This design comes from an exercise in tuning for small area, a short achievable clock period and few clock cycles per item on the open sky130 flow, not from production work.
Function was not checked in any run shown here: the RTL went through the layout flow alone.

==> flow/design.v (outline; a module is shown in full before it is edited, if it fits) <==
// module pow_stream: 1664 lines
module pow_stream #(
  parameter int DATA_W = 32,
  parameter int EXP_W  = 3,
  parameter int ID_W   = 1
) (
  input  logic              clk,
  input  logic              aresetn,
  input  logic              s_tvalid,
  output logic              s_tready,
  input  logic [DATA_W-1:0] s_tdata,
  input  logic [EXP_W-1:0]  s_texp,
  input  logic [ID_W-1:0]   s_tid,
  input  logic              s_tlast,
  output logic              m_tvalid,
  input  logic              m_tready,
  output logic [DATA_W-1:0] m_tdata,
  output logic [ID_W-1:0]   m_tid,
  output logic              m_tlast,
  output logic              m_tovf
);
  // ...
==> flow/run.sh <==
#!/bin/bash
# synth_recipe.tcl (not shown) runs the flow's synth.tcl, then flattens the netlist and writes it again
# the make line also repeats each setting of config.mk as NAME=value (left out here)
make -C /OpenROAD-flow-scripts/flow DESIGN_CONFIG=/design/flow/config.mk WORK_HOME=/design/flow/orfs CLKGATE_MAP_FILE= SYNTH_SCRIPT=/design/flow/synth_recipe.tcl finish
==> flow/config.mk <==
export PLATFORM = sky130hd
export DESIGN_NAME = pow_stream
export DESIGN_NICKNAME = pow_stream
export VERILOG_FILES = /design/flow/design.v
export SDC_FILE = /design/flow/constraint.sdc
export NUM_CORES = 4
export LEC_CHECK = 0
export CAP_MARGIN = 20
export CORE_MARGIN = 2
export CORE_UTILIZATION = 40
export SETUP_SLACK_MARGIN = 2.5
export SLEW_MARGIN = 20
==> flow/constraint.sdc <==
create_clock -name core_clock -period 7.6 [get_ports {clk}]
set_input_delay 1.5200 -clock core_clock [delete_from_list [all_inputs] [get_ports {clk}]]
set_output_delay 1.5200 -clock core_clock [all_outputs]
set_load 0.01 [all_outputs]
==> results.txt, run 1 <==
- TritonCTS clock tree: done
- Period utilization: 82.99%
- Clock-cell share of area: 1.845%
- Area of the core: 56500 um2
- DR pass1 iterations: 6
- Fmax: 158.5 MHz
- Status: no timing/DRC/antenna violations
- Non-clk buf share: 17.93%
- Worst EP arrival: 6.53 ns
- Met3 usage: 7.436%
- Average wire per standard cell: 27.00 um
- Worst reg2reg path depth: 28
- Worst flop-to-flop path startpoint: r_p[2]
- Antenna Nets Post-Route: 0
- Tmin final: 6.307 ns
- Fin nets: 3341
- Max stage delay on crit path: 0.58 ns
- Slew headroom: 24.81%
- Final Hold Fails: 0
- CTS Sinks: 139
- Final Setup Violations: 0
- Crit path from: r_p[2]
- Root Buffer: clkbuf_16
- Max Cap Viol: 0
- Highest routed layer: met4
- Seq area share: 13.32%
==> run 2: changes to the inputs <==
--- a/flow/design.v
+++ b/flow/design.v
@@ -15,33 +15,32 @@
   input  logic              m_tready,
   output logic [DATA_W-1:0] m_tdata,
   output logic [ID_W-1:0]   m_tid,
   output logic              m_tlast,
   output logic              m_tovf
 );
   logic              r_busy;
   logic [1:0]        r_ops;     
-  logic [2:0]        r_sel;     
-  logic [DATA_W-1:0] r_p;       
-  logic [DATA_W-1:0] r_q;       
-  logic [DATA_W-1:0] r_x;       
+  logic [3:0]        r_sel;     
+  logic [DATA_W-1:0] r_p;
+  logic [DATA_W-1:0] r_x;
   logic [ID_W-1:0]   r_id;
   logic              r_last;
   logic              o_v;
   logic [DATA_W-1:0] o_data;
   logic [ID_W-1:0]   o_id;
   logic              o_last;
   logic              w_out_free;
   logic              w_done;
   logic              w_step;
   logic              w_take;
   logic [DATA_W-1:0] w_prod;
   logic [1:0]        w_ops;
-  logic [2:0]        w_sel;
+  logic [3:0]        w_sel;
   logic [DATA_W-1:0] mm_a, mm_b, mm_y;
   logic mm_n0;
   logic mm_n1;
   logic mm_n2;
   logic mm_n3;
   logic mm_n4;
   logic mm_n5;
   logic mm_n6;
@@ -1606,27 +1605,28 @@
   assign mm_r0 = {mm_n781, mm_n739, mm_n711, mm_n708, mm_n657, mm_n631, mm_n607, mm_n583, mm_n561, mm_n539, mm_n519, mm_n499, mm_n481, mm_n463, mm_n447, mm_n431, mm_n417, mm_n403, mm_n400, mm_n379, mm_n369, mm_n359, mm_n356, mm_n343, mm_n337, mm_n334, mm_n327, mm_n324, mm_n321, mm_n5, mm_n4, mm_n2};
   assign mm_r1 = {mm_n767, mm_n766, mm_n738, mm_n710, mm_n682, mm_n656, mm_n630, mm_n606, mm_n582, mm_n560, mm_n538, mm_n518, mm_n498, mm_n480, mm_n462, mm_n446, mm_n430, mm_n416, mm_n402, mm_n390, mm_n378, mm_n368, mm_n358, mm_n350, mm_n342, mm_n336, mm_n330, mm_n326, mm_n322, mm_n320, 1'b0, mm_n3};
   assign mm_y = mm_r0 + mm_r1;
   assign w_out_free = ~o_v | m_tready;
   assign w_done     = r_busy & (r_ops == 2'd0) & w_out_free;
   assign w_step     = r_busy & (r_ops != 2'd0);
   assign w_take     = s_tvalid & s_tready;
   assign s_tready   = aresetn & (~r_busy | w_done);
-  assign mm_a = r_q;
-  assign mm_b = r_p;
+  assign mm_a   = r_sel[0] ? r_x : r_p;
+  assign mm_b   = r_p;
   assign w_prod = mm_y;
   always_comb begin
     case (s_texp)
-      3'd3:    begin w_ops = 2'd1; w_sel = 3'b001; end
-      3'd4:    begin w_ops = 2'd1; w_sel = 3'b000; end
-      3'd5:    begin w_ops = 2'd2; w_sel = 3'b010; end
-      3'd6:    begin w_ops = 2'd2; w_sel = 3'b001; end
-      3'd7:    begin w_ops = 2'd3; w_sel = 3'b101; end
-      default: begin w_ops = 2'd0; w_sel = 3'b000; end
+      3'd2:    begin w_ops = 2'd0; w_sel = 4'b0000; end
+      3'd3:    begin w_ops = 2'd1; w_sel = 4'b0010; end
+      3'd4:    begin w_ops = 2'd1; w_sel = 4'b0000; end
+      3'd5:    begin w_ops = 2'd2; w_sel = 4'b0100; end
+      3'd6:    begin w_ops = 2'd2; w_sel = 4'b0010; end
+      3'd7:    begin w_ops = 2'd3; w_sel = 4'b1010; end
+      default: begin w_ops = 2'd0; w_sel = 4'b0001; end
     endcase
   end
   always_ff @(posedge clk or negedge aresetn) begin
     if (!aresetn) begin
       r_busy <= 1'b0;
       o_v    <= 1'b0;
     end else begin
       if (w_take)      r_busy <= 1'b1;
@@ -1635,25 +1635,23 @@
       else if (m_tready)   o_v <= 1'b0;
     end
   end
   always_ff @(posedge clk) begin
     if (w_take) begin
       r_ops  <= w_ops;
       r_sel  <= w_sel;
       r_p    <= (s_texp == 3'd0) ? DATA_W'(1) : s_tdata;
-      r_q    <= (s_texp <= 3'd1) ? DATA_W'(1) : s_tdata;
-      r_x    <= s_tdata;
+      r_x    <= (s_texp[2:1] == 2'd0) ? DATA_W'(1) : s_tdata;
       r_id   <= s_tid;
       r_last <= s_tlast;
     end else if (w_step) begin
       r_ops  <= r_ops - 2'd1;
-      r_sel  <= {1'b0, r_sel[2:1]};
+      r_sel  <= {1'b0, r_sel[3:1]};
       r_p    <= w_prod;
-      r_q    <= r_sel[0] ? r_x : w_prod;
     end
     if (w_done) begin
       o_data <= w_prod;
       o_id   <= r_id;
       o_last <= r_last;
     end
   end
   assign m_tvalid = o_v;
==> flow/config.mk (replaced) <==
export PLATFORM = sky130hd
export DESIGN_NAME = pow_stream
export DESIGN_NICKNAME = pow_stream
export VERILOG_FILES = /design/flow/design.v
export SDC_FILE = /design/flow/constraint.sdc
export NUM_CORES = 4
export LEC_CHECK = 0
export CAP_MARGIN = 20
export CORE_MARGIN = 2
export CORE_UTILIZATION = 40
export SLEW_MARGIN = 20
==> run 2 against run 1 <==
Sequential share of layout area is 0.66 points higher. Non-clock buffer count is 266 lower. Fmax is 14% lower. Critical endpoint is now r_p[31]. Largest cell class unchanged.
==> results.txt, run 2 <==
- Status: no timing/DRC/antenna violations
- CTS Sinks: 108 (-22%)
- TritonCTS clock tree: done
- Yosys warnings: 1
- Routed WL: 87950 um
- Crit path cell chain: xnor2_1 -> nor2b_1 -> a221oi_1 -> fa_1 -> fa_1 -> fa_1 -> fa_1 -> inv_1 -> fa_1 -> fa_1 -> fa_1 -> xor2_1 -> xnor2_1 -> xnor2_1 -> xnor2_1 -> xnor2_1 -> xnor2_1 -> xnor3_1 -> xnor2_1 -> a22o_1
- Final Setup Violations: 0 (unchanged)
- Total number of vias: 21774
- Final Hold Fails: 0 (unchanged)
- Antenna Nets Post-Route: 0 (unchanged)
- Largest net degree at the start of global routing: 70
- Flop2flop setup slack: 0.23 ns
- Place WS: 0.3166 ns
- Layout cells sized above 1: 9.064%
- Die Span X: 233.8 um
- WP data required: 7.72 ns
- Largest family of logic cells by synthesized area: compound AO/OA/AOI/OAI gates
- CTS Hold Bufs: 0
- Delay-heaviest family, CP: adder cells
- H-tree depth: 3
- Max Cap Viol: 0 (unchanged)
- Starting Density: 40.36%
- Worst setup path class: reg -> reg
- Synthesized cell area: 21120 um2
- Root Buffer: clkbuf_16
- EDFF count, synth: 106
- Post-CTS sizing: 0
- Worst Hold Class: reg -> reg
- Clk_skew: 0.01210 ns
- Period utilization: 96.95% (+14 points)
- RSZ-0062 raised after global routing: false
- Tmin final: 7.368 ns (+1.060 ns)
- Adder-cell share of the synthesized area: 25.36%
- Post-Synth Simple-Gate Area: 12.95%
- Area of the core: 52340 um2 (-7.4%)
- Top Registers: o_data: 32 flops, r_p: 32 flops, r_x: 32 flops
- Critical Path End Type: flip-flop
- Final Max Tran Viols: 0
- DR pass1 iterations: 6 (unchanged)
- Clock-pin slew on the worst setup and hold paths: 0.07 ns
- Max stage delay on crit path: 0.80 ns (+0.22 ns)
- Largest area contributor in the netlist: fa_1
- Commonest non-fill, non-tap cell in the layout: nor2_1
- DR vias/cell: 6.484
- Global placement routability congestion: 0.9803
- Synth-to-Final Area Change: 9.495%
- #FFs+latches synth: 108
- Tightest Pin Transition: 1.024 ns
- Crit path max fanout: 10
- Port Buf Inserts: 76
- Setup TNS: 0 ns
- Initial antenna violation count: 1
- Cts bufs inserted: 9
- Average wire per standard cell: 26.19 um (-3.0%)
- Die area: 54660 um2
- Asr flop ratio synth: 1.852%
- Global-route wire length before repair: 132700 um
- Multiplexer area fraction after synthesis: 2.944%
- Worst EP arrival: 7.49 ns (+0.96 ns)
- Startpoint class of the critical path: flip-flop
- Top cell type's share of synthesized area: 18.48%
- Synth Area in Compound Gates: 28.82%
- Clk buf depth: 2
- CP max stage cell: nor2b_1
- First-iteration detailed-routing DRC count: 3184
- IO Pins: 78
- Detailed placement HPWL: 66260 um
- Count of cell types in the netlist: 75
- Fill cells: 5221
- Synth area leaders: fa_1 (18%), edfxtp_1 (15%), o22ai_1 (5.4%), a21oi_1 (5.3%), clkbuf_1 (4.7%)
- Synth Instances: 2737
- Mean Syn Cell Area: 7.717 um2
- Congestion Overflow GR: 0
- Setup ws final: 0.2322 ns
- Syn nets: 3033
- Post-synthesis xor/xnor area fraction: 4.330%
- Residual DRC: 0
- Number of global-route vias before repair: 20532
- # diodes: 0
- Setup Fix Bufs, Post-CTS: 0
- Rows: 84
- Total track usage: 32.23%
- Top FF cell, synth: edfxtp_1
- Worst-skew pair later-pin latency: 0.36 ns
- Die height: 233.8 um
- Most frequent cell after synthesis: clkbuf_1
- Buf/Inv on CP: 1
- Fmax: 135.7 MHz (-14%)
- Most frequent cells in the layout: nor2_1 (253), nand2_1 (225), a21oi_1 (225), inv_1 (223), fa_1 (195)
- Slew headroom: 31.56% (+6.7 points)
- Synth cell count leaders: clkbuf_1 (263), nor2_1 (256), a21oi_1 (225), nand2_1 (225), inv_1 (223)
- Seq/Total Area, Yosys: 15.31%
- Fin nets: 2962 (-11%)
## run 2: layer usage
layer	GRT usage (%)	wire length, um	vias up
met2	50.00	39190	1374
met5	0	0	-
met1	43.64	34900	10649
met3	7.259	10050	215
li1	-	-	9536
met4	12.52	3812	0
## run 2: cells by family after synthesis
group	after synthesis
adders and majority gates	325
xor gates and xnor gates	102
other	1
buffers and inverters	551
muxes	52
DFF	108
and+or+nand+nor	640
AOI/OAI and AO/OA	958
## run 2: metrics by stage
step                      hold slack (ns)  cell area [um2]  util, %  instances
after CTS                          0.4251            23110    44.16       3358
after global routing               0.4354            23130    44.19       3358
after global placement             0.4009            22840    43.64       3343
after detailed placement           0.4066            22840    43.64       3343
final                              0.4265            23130    44.19       3358
after floorplan                    0.4003            21120        -       2737
## run 2: layout make-up
| class | instances | area [um2] | share of cell area (%) |
|---|---|---|---|
| tap | 688 | 860.8 | 3.722 |
| clock inverter | 6 | 46.29 | 0.2002 |
| multi-input combinational | 2078 | 15790 | 68.28 |
| clock buffer | 9 | 225.2 | 0.9738 |
| inverter | 227 | 852.1 | 3.684 |
| sequential | 108 | 3233 | 13.98 |
| timing repair buffer | 242 | 2120 | 9.164 |
## run 2: final timing paths
| check | startpoint | endpoint | cells after the start |
|---|---|---|---|
| max in group asynchronous | aresetn | r_busy | 1 |
| max | r_p[11] | r_p[31] | 20 |
| min in group asynchronous | aresetn | o_v | 1 |
| min | r_last | o_last | 0 |
| max reg2reg | r_p[11] | r_p[31] | 20 |
| min reg2reg | r_last | o_last | 0 |

separate check: timing with driven ports:
Ports are ideal in the flow. The routed layouts listed here were re-timed in OpenROAD.
Step 1 (the two cells are an assumption about what drives the block):
set clk [get_ports {clk}]
set_driving_cell -lib_cell sky130_fd_sc_hd__clkbuf_16 $clk
set_driving_cell -lib_cell sky130_fd_sc_hd__buf_2 [delete_from_list [all_inputs] $clk]
Step 2 adds t to the input delays and takes it off the output delays; t is the mean of the earliest and latest rising clock arrival at the registers after step 1. Input paths then give back, and output paths get back, about the clock's delay inside the block.
a / b / c = ideal / step 1 / step 2; a / b = the first two.
run | t, ns | setup WS [ns] | worst hold slack (ns) | pins driven straight from the clock port
run 1 | 0.513 | 1.293 / 1.293 / 1.293 | 0.429 / 0.429 / 0.429 | 1
run 2 | 0.405 | 0.232 / 0.232 / 0.232 | 0.426 / 0.426 / 0.426 | 1
After both steps setup and hold are still met in every run listed.
